Background: an optimization exercise with open tools, aiming at small area, a short achievable clock period and few clock cycles per item. Do not read the settings as production practice.
The RTL was checked by simulation tests, not by an equivalence proof against the original design.

==> inputs of job 9267 <==
## homeostatic_bias_adaptation_unit
module homeostatic_bias_adaptation_unit
(
   input  logic                   clock,
   input  logic                   reset,
   input  logic                   req_tvalid,
   output logic                   req_tready,
   input  logic [REQ_TDATA_W-1:0] req_tdata,
   input  logic [REQ_TUSER_W-1:0] req_tuser,
   output logic                   rsp_tvalid,
   input  logic                   rsp_tready,
   output logic [RSP_TDATA_W-1:0] rsp_tdata,
   input  logic                   csr_wr_en,
   input  logic [CSR_IDX_W-1:0]   csr_index,
   input  logic [DATA_W-1:0]      csr_wdata
);
   localparam logic [2:0] E_IDLE = 3'd0, E_P1 = 3'd1, E_P2 = 3'd2, E_ADD = 3'd3, E_DONE = 3'd4;
   function automatic logic [5:0] bitlen32(input logic [31:0] v);
      logic [5:0] n;
      n = 6'd0;
      for (int i = 0; i < 32; i++)
         if (v[i]) n = i + 1;
      bitlen32 = n;
   endfunction
   function automatic logic [6:0] bitlen64(input logic [63:0] v);
      logic [6:0] n;
      n = 7'd0;
      for (int i = 0; i < 64; i++)
         if (v[i]) n = i + 1;
      bitlen64 = n;
   endfunction
   function automatic logic [1:0] top_byte(input logic [31:0] v);
      logic [1:0] n;
      n = 2'd0;
      for (int i = 1; i < 4; i++)
         if (v[8*i +: 8] != 8'd0) n = i;
      top_byte = n;
   endfunction
   function automatic logic [31:0] ge_mask(input logic signed [7:0] k);
      logic [31:0] m;
      logic signed [7:0] j;
  ...
clock: 9.0 ns
lec_check: 0
cap_margin: 20
core_margin: 2
core_utilization: 40
setup_slack_margin: 2.5
slew_margin: 20
run.sh (not shown) runs the stock make flow with config.mk's settings and CLKGATE_MAP_FILE= SYNTH_SCRIPT=/design/flow/synth_recipe.tcl, a recipe that flattens the netlist after the stock synthesis.
==> inputs of job 2187, as changes to job 9267 <==
- SETUP_SLACK_MARGIN: 2.5 -> 1.0
==> comparison <==
Against job 2187, the critical path depth of job 9267 is higher by 10.
Between job 9267 and job 2187, the lower clock skew is in job 2187 (gap 0.026 ns).
Of job 9267 and job 2187, job 9267 has the higher global-route usage (gap 2.5 points).
Against job 9267, the via count of job 2187 is lower by about 5.5%.
In die area, job 2187 and job 9267 do not differ.
Hold slack is about the same in job 2187 and job 9267.
Non-clock buffer count: job 2187 is lower than job 9267 (440).
Between job 9267 and job 2187, the lower first-iteration DRC count is in job 2187 (gap about 14%, measured against job 2187).
Testbench counts of job 9267, summed over its fixed seeds: cycles 7,366, items 3,840.
Testbench counts of job 2187, summed over its fixed seeds: cycles 7,366, items 3,840.


==> inputs of job 3632 <==
homeostatic_bias_adaptation_unit, a different RTL version from the one above (not shown whole).
==> flow/config.mk <==
export PLATFORM = sky130hd
export DESIGN_NAME = homeostatic_bias_adaptation_unit
export DESIGN_NICKNAME = homeostatic_bias_adaptation_unit
export VERILOG_FILES = /design/flow/design.v
export SDC_FILE = /design/flow/constraint.sdc
export NUM_CORES = 4
export LEC_CHECK = 0
export CAP_MARGIN = 20
export CORE_MARGIN = 2
export CORE_UTILIZATION = 40
export SETUP_SLACK_MARGIN = 1.6
export SLEW_MARGIN = 20
==> flow/constraint.sdc <==
create_clock -name core_clock -period 9.0 [get_ports {clock}]
set_input_delay 1.8000 -clock core_clock [delete_from_list [all_inputs] [get_ports {clock}]]
set_output_delay 1.8000 -clock core_clock [all_outputs]
set_load 0.01 [all_outputs]
==> inputs of job 9637, as changes to job 3632 <==
--- a/flow/design.v
+++ b/flow/design.v
@@ -294,28 +294,29 @@
    assign edone_t    = (est_ff == E_DONE) && ejob_ff;
    assign early_b    = hv_ff && go && edone_b && hengt_ff;
    assign fin        = hv_ff && go && ((edone_b && !hengt_ff) || edone_t);
    assign apply      = fast_done || fin;
    assign bzc_i      = hv_ff ? hbzc_ff : b_zc;
    assign tzc_i      = hv_ff ? htzc_ff : t_zc;
    logic [33:0]       r_b;
-   logic [35:0]       r_sel, nb, b_ext, cl_in;
+   logic [35:0]       r_sel, nb, nb_z, b_ext, cl_in;
    logic              r_neg;
    logic [36:0]       nb_c;
    logic [DATA_W-1:0] bias_step, bias_keep, bias_new, target_new;
    logic [WIDE_W:0]   t_sum_c;
    logic [WIDE_W-1:0] t_sum;
    logic [DATA_W-1:0] target_e;
    assign r_b    = (acc_ff[WIDE_W-1:33] != '0) ? STEP_CAP : acc_ff[33:0];
    assign b_ext  = {{4{bias_ff[DATA_W-1]}}, bias_ff};
-   assign r_sel  = (est_ff == E_ADD) ? {2'b00, r_b} : {20'd0, cfg.bias_rate[DATA_W-1:16]};
-   assign r_neg  = (est_ff == E_ADD) ? neg_ff : 1'b1;
+   assign r_sel  = {2'b00, r_b};
+   assign r_neg  = neg_ff;
    assign nb_c   = {b_ext, 1'b1} + {r_sel ^ {36{r_neg}}, r_neg};
    assign nb     = nb_c[36:1];
-   assign cl_in  = edone_b ? acc_ff[35:0] : nb;
+   assign nb_z   = b_ext - {20'd0, cfg.bias_rate[DATA_W-1:16]};
+   assign cl_in  = edone_b ? acc_ff[35:0] : nb_z;
    assign bias_step = clamp_b(cl_in, cfg.bias_floor, cfg.bias_ceiling);
    assign bias_keep = clamp_b(b_ext, cfg.bias_floor, cfg.bias_ceiling);
    assign t_sum_c = {{(WIDE_W-DATA_W){target_ff[DATA_W-1]}}, target_ff, 1'b1} +
                     {acc_ff ^ {WIDE_W{neg_ff}}, neg_ff};
    assign t_sum   = t_sum_c[WIDE_W:1];
    assign target_e = ((t_sum[WIDE_W-1:DATA_W-1] == '0) || (t_sum[WIDE_W-1:DATA_W-1] == '1))
                      ? t_sum[DATA_W-1:0] : (t_sum[WIDE_W-1] ? Q_MIN : Q_MAX);
CORE_UTILIZATION = 55   (was 40)
==> inputs of job 5888, as changes to job 3632 <==
--- a/flow/design.v
+++ b/flow/design.v
@@ -108,15 +108,14 @@
 import hba_pkg::*;
 module hba_scaler
 (
    input  logic                 pass1,
    input  logic [WIDE_W-1:0]    acc,
    input  logic [WIDE_W-1:0]    mcand,
    input  logic [7:0]           digit,
-   input  logic [7:0]           low,
    input  logic [WIDE_W-1:0]    offset,
    output logic [WIDE_W+7:0]    sum
 );
    localparam int W = WIDE_W + 8;
    logic [W-1:0] op [0:9];
    logic [W-1:0] s1a, c1a, s1b, c1b, s1c, c1c;
    logic [W-1:0] s2a, c2a, s2b, c2b;
@@ -128,15 +127,15 @@
       s = a ^ b ^ c;
       k = (a & b) | (a & c) | (b & c);
       csa = {k[W-2:0], 1'b0, s};
    endfunction
    always_comb begin
       for (int j = 0; j < 8; j++)
          op[j] = {8'd0, mcand & {WIDE_W{digit[j]}}} << j;
-      op[8] = pass1 ? {8'd0, acc[WIDE_W-9:0], low} : {8'd0, acc};
+      op[8] = pass1 ? {8'd0, acc[WIDE_W-9:0], 8'd0} : {8'd0, acc};
       op[9] = {{8{offset[WIDE_W-1]}}, offset};
       {c1a, s1a} = csa(op[0], op[1], op[2]);
       {c1b, s1b} = csa(op[3], op[4], op[5]);
       {c1c, s1c} = csa(op[6], op[7], op[8]);
       {c2a, s2a} = csa(s1a, c1a, s1b);
       {c2b, s2b} = csa(c1b, s1c, c1c);
       {c3, s3}   = csa(s2a, c2a, s2b);
@@ -222,25 +221,24 @@
       .csr_index (csr_index),
       .csr_wdata (csr_wdata),
       .cfg       (cfg)
    );
    logic [DATA_W-1:0] bias_ff, target_ff, lb_ff, lr_ff;
    logic              above_ff, active_ff, rsp_valid_ff;
    logic              stale_ff;
-   logic signed [7:0] kb_ff, k1_ff;
-   logic              hiok_ff;
+   logic signed [7:0] kb_ff, k1_ff, k2_ff;
    logic              dz_ff, dn_ff;
    logic              hv_ff, hspike_ff, hrate_ff, habove_ff, hengt_ff, hbzc_ff, htzc_ff, bdone_ff;
    logic [DATA_W-1:0] hts_ff;
    logic [2:0]        est_ff;
    logic              ejob_ff;           
    logic [WIDE_W-1:0] acc_ff, x_ff;
    logic [7:0]        digit_ff;
    logic [1:0]        cnt_ff;
-   logic              neg_ff, off_ff, corr_ff;
+   logic              neg_ff, off_ff;
    logic [2:0]        cmd;
    logic [DATA_W-1:0] ts, vm, dtb, dt;
    logic              flag, above_in, above;
    logic              is_spike, is_rate, is_tick;
    logic              need_b, need_t;
    assign vm       = req_tdata[2*DATA_W-1:DATA_W];
    assign flag     = req_tdata[2*DATA_W];
@@ -252,37 +250,36 @@
    assign is_rate  = hv_ff ? hrate_ff : (cmd == CMD_RATE_EVENT);
    assign is_tick  = hv_ff ? (!hspike_ff && !hrate_ff) : (cmd == CMD_TICK);
    assign dtb      = ts - lb_ff;
    assign dt       = ts - lr_ff;
    assign need_b   = active_ff && (is_spike || is_rate) && !bdone_ff;
    assign need_t   = active_ff && (is_rate || is_tick);
    logic              t_zero, t_neg, br_zero, g_zero;
-   logic [DATA_W-1:0] t_om;
+   logic [DATA_W-1:0] t_om, t_abs;
    logic [5:0]        bl_t, bl_br, bl_g;
-   logic [DATA_W:0]   d_rs, d_om;
-   logic              d_corr;
+   logic [DATA_W:0]   d_rs, d_abs;
    assign t_zero  = (target_ff == '0);
    assign t_neg   = target_ff[DATA_W-1];
    assign t_om    = t_neg ? ~target_ff : target_ff;
+   assign t_abs   = t_neg ? (~target_ff + 32'd1) : target_ff;
    assign br_zero = (cfg.bias_rate == '0);
    assign g_zero  = (cfg.target_rate_gain == '0);
    assign bl_t    = bitlen32(t_om);
    assign bl_br   = bitlen32(cfg.bias_rate);
    assign bl_g    = bitlen32(cfg.target_rate_gain);
    assign d_rs    = {cfg.rate_scale[DATA_W-1], cfg.rate_scale} - {target_ff[DATA_W-1], target_ff};
-   assign d_om    = above_ff ? (d_rs[DATA_W] ? ~d_rs : d_rs) : {1'b0, t_om};
-   assign d_corr  = above_ff ? d_rs[DATA_W] : t_neg;
+   assign d_abs   = above_ff ? (d_rs[DATA_W] ? (~d_rs + 33'd1) : d_rs) : {1'b0, t_abs};
    logic [31:0]       maskb;
    logic              sat_b, b_zc, b_fast;
    assign maskb  = ge_mask(kb_ff);
    assign sat_b  = (is_spike && !t_neg) ? |(dtb & {maskb[30:0], 1'b0}) : |(dtb & maskb);
    assign b_zc   = br_zero || t_zero || (dtb == '0);
    assign b_fast = b_zc || sat_b;
    logic              sat_t, t_zc, t_fast;
-   assign sat_t  = (|(dt & ge_mask(k1_ff))) && hiok_ff;
+   assign sat_t  = (|(dt & ge_mask(k1_ff))) && !(|(dt & ge_mask(k2_ff)));
    assign t_zc   = dz_ff || g_zero || (dt == '0);
    assign t_fast = t_zc || sat_t;
    logic go, accept, eng_b, eng_t, fast_done, fin, early_b, apply;
    logic edone_b, edone_t, busy;
    logic bzc_i, tzc_i;
    assign go         = !rsp_valid_ff || rsp_tready;
    assign req_tready = go && !stale_ff && !hv_ff;
@@ -373,16 +370,15 @@
          c_next  = above_next ? c_t1 : c_t0;
          kb_next = kb_cur;
       end
    end
    always_ff @(posedge clock) begin
       stale_ff <= reset || csr_wr_en || t_to_eng;
       kb_ff    <= kb_next;
-      {dz_ff, dn_ff, k1_ff} <= c_next[17:8];
-      hiok_ff  <= $signed(c_next[7:0]) >= 8'sd33;
+      {dz_ff, dn_ff, k1_ff, k2_ff} <= c_next;
    end
    logic              pass1, last1, start_b, start_t, fix, sat1;
    logic [6:0]        s_m;
    logic [DATA_W-1:0] gsel, e_new, e_run;
    logic [WIDE_W-1:0] offset;
    logic [WIDE_W+7:0] sum;
    logic [1:0]        top_new;
@@ -401,15 +397,14 @@
    assign top_new = top_byte(e_new);
    assign busy    = hv_ff;
    hba_scaler u_scaler (
       .pass1  (pass1),
       .acc    (acc_ff),
       .mcand  (x_ff),
       .digit  (digit_ff),
-      .low    (corr_ff ? digit_ff : 8'd0),
       .offset (offset),
       .sum    (sum)
    );
    always_ff @(posedge clock) begin
       if (reset) begin
          est_ff <= E_IDLE;
       end else begin
@@ -424,16 +419,15 @@
             end
          endcase
       end
    end
    always_ff @(posedge clock) begin
       if (start_b || start_t) begin
          ejob_ff  <= start_t;
-         x_ff     <= start_t ? {31'd0, d_om} : {32'd0, t_om};
-         corr_ff  <= start_t ? d_corr : t_neg;
+         x_ff     <= start_t ? {31'd0, d_abs} : {32'd0, t_abs};
          cnt_ff   <= top_new;
          digit_ff <= e_new[8*top_new +: 8];
          acc_ff   <= '0;
          neg_ff   <= start_t ? (above_ff ? d_rs[DATA_W] : !t_neg && !t_zero) : t_neg;
          off_ff   <= start_b && is_spike;
       end else if (pass1) begin
          if (cnt_ff == 2'd0) begin
CORE_UTILIZATION = 55   (was 40)
SETUP_SLACK_MARGIN = 1.5   (was 1.6)
==> notes.md <==
item                                                                            job 3632                 job 5888                 job 9637
Number of vias per cell                                                             6.17                     6.50                     6.53
Outcome                                                          complete, no violations  complete, no violations  complete, no violations
Metal2 WL                                                                      136000 um                127000 um                123000 um
Post-synthesis xor/xnor area fraction                                              4.89%                    5.19%                    5.30%
Worst Setup Start Kind                                                              flop            primary input                     flop
Sequential cell area                                                           14600 um2                14700 um2                14600 um2
Via Count                                                                          71600                    71500                    69900
Post-cts repair resize count                                                         146                       58                       47
Netlist area before placement                                                  72600 um2                73900 um2                72900 um2
Horizontal die dimension                                                          430 um                   370 um                   368 um
Standard cell with the maximum stage delay on the critical path                     fa_2                    or4_1                     fa_1
Share of the synthesized area in the top cell type                                 14.1%                    13.8%                    14.0%
Number of core rows                                                                  156                      134                      133
Setup skew after layout                                                          73.0 ps                  50.0 ps                  45.0 ps
Worst EP arrival                                                                 8150 ps                  7890 ps                  7930 ps
Met2 track utilization from global routing                                         50.3%                    62.8%                    62.4%
Layout buffer count excluding clock buffers                                          659                      593                      443
Layout-stage area growth over the synthesis result                                 16.3%                    13.4%                    10.9%
Initial antenna violation count                                                       10                        9                        8
Proportion of synthesized chip area in sequential cells                            20.1%                    19.9%                    20.1%
Testbench counts of job 3632, summed over its fixed seeds: cycles 7,366, items 3,840.
Testbench counts of job 9637, summed over its fixed seeds: cycles 7,366, items 3,840.
Testbench counts of job 5888, summed over its fixed seeds: cycles 7,366, items 3,840.

-- re-timing with driven ports --
In the flow no input, the clock included, has a driving cell. The finished layouts below were timed again as built, in two steps.
Step 1 assumes that a clkbuf_16 drives the clock port and a buf_2 every other input.
Step 2 times the ports against the registers' clock, not the clock port: input delays grow and output delays shrink by t, the midpoint of the rising clock arrivals with the driver on.
Slacks: ideal / step 1 / step 2; pairs: ideal / step 1.
run	t (ns)	setup slack, ns	worst setup path at the end	latest minus earliest clock arrival (ns)	cell pins on the clock port's net
job 9267	0.779	1.694 / 1.694 / 1.159	input to register	0.058 / 0.058	1
job 2187	0.762	1.075 / 1.135 / 0.373	input to register	0.032 / 0.033	1
job 3632	0.777	1.424 / 1.424 / 1.027	input to register	0.074 / 0.073	1
job 9637	0.764	1.641 / 1.641 / 0.990	input to register	0.045 / 0.045	1
job 5888	0.779	1.517 / 1.523 / 0.797	input to register	0.050 / 0.050	1
After both steps setup and hold are still met in every run listed. For job 5888, which loses most, drivers alone change the setup slack by +0.006 ns; drivers and shift together by -0.720 ns.
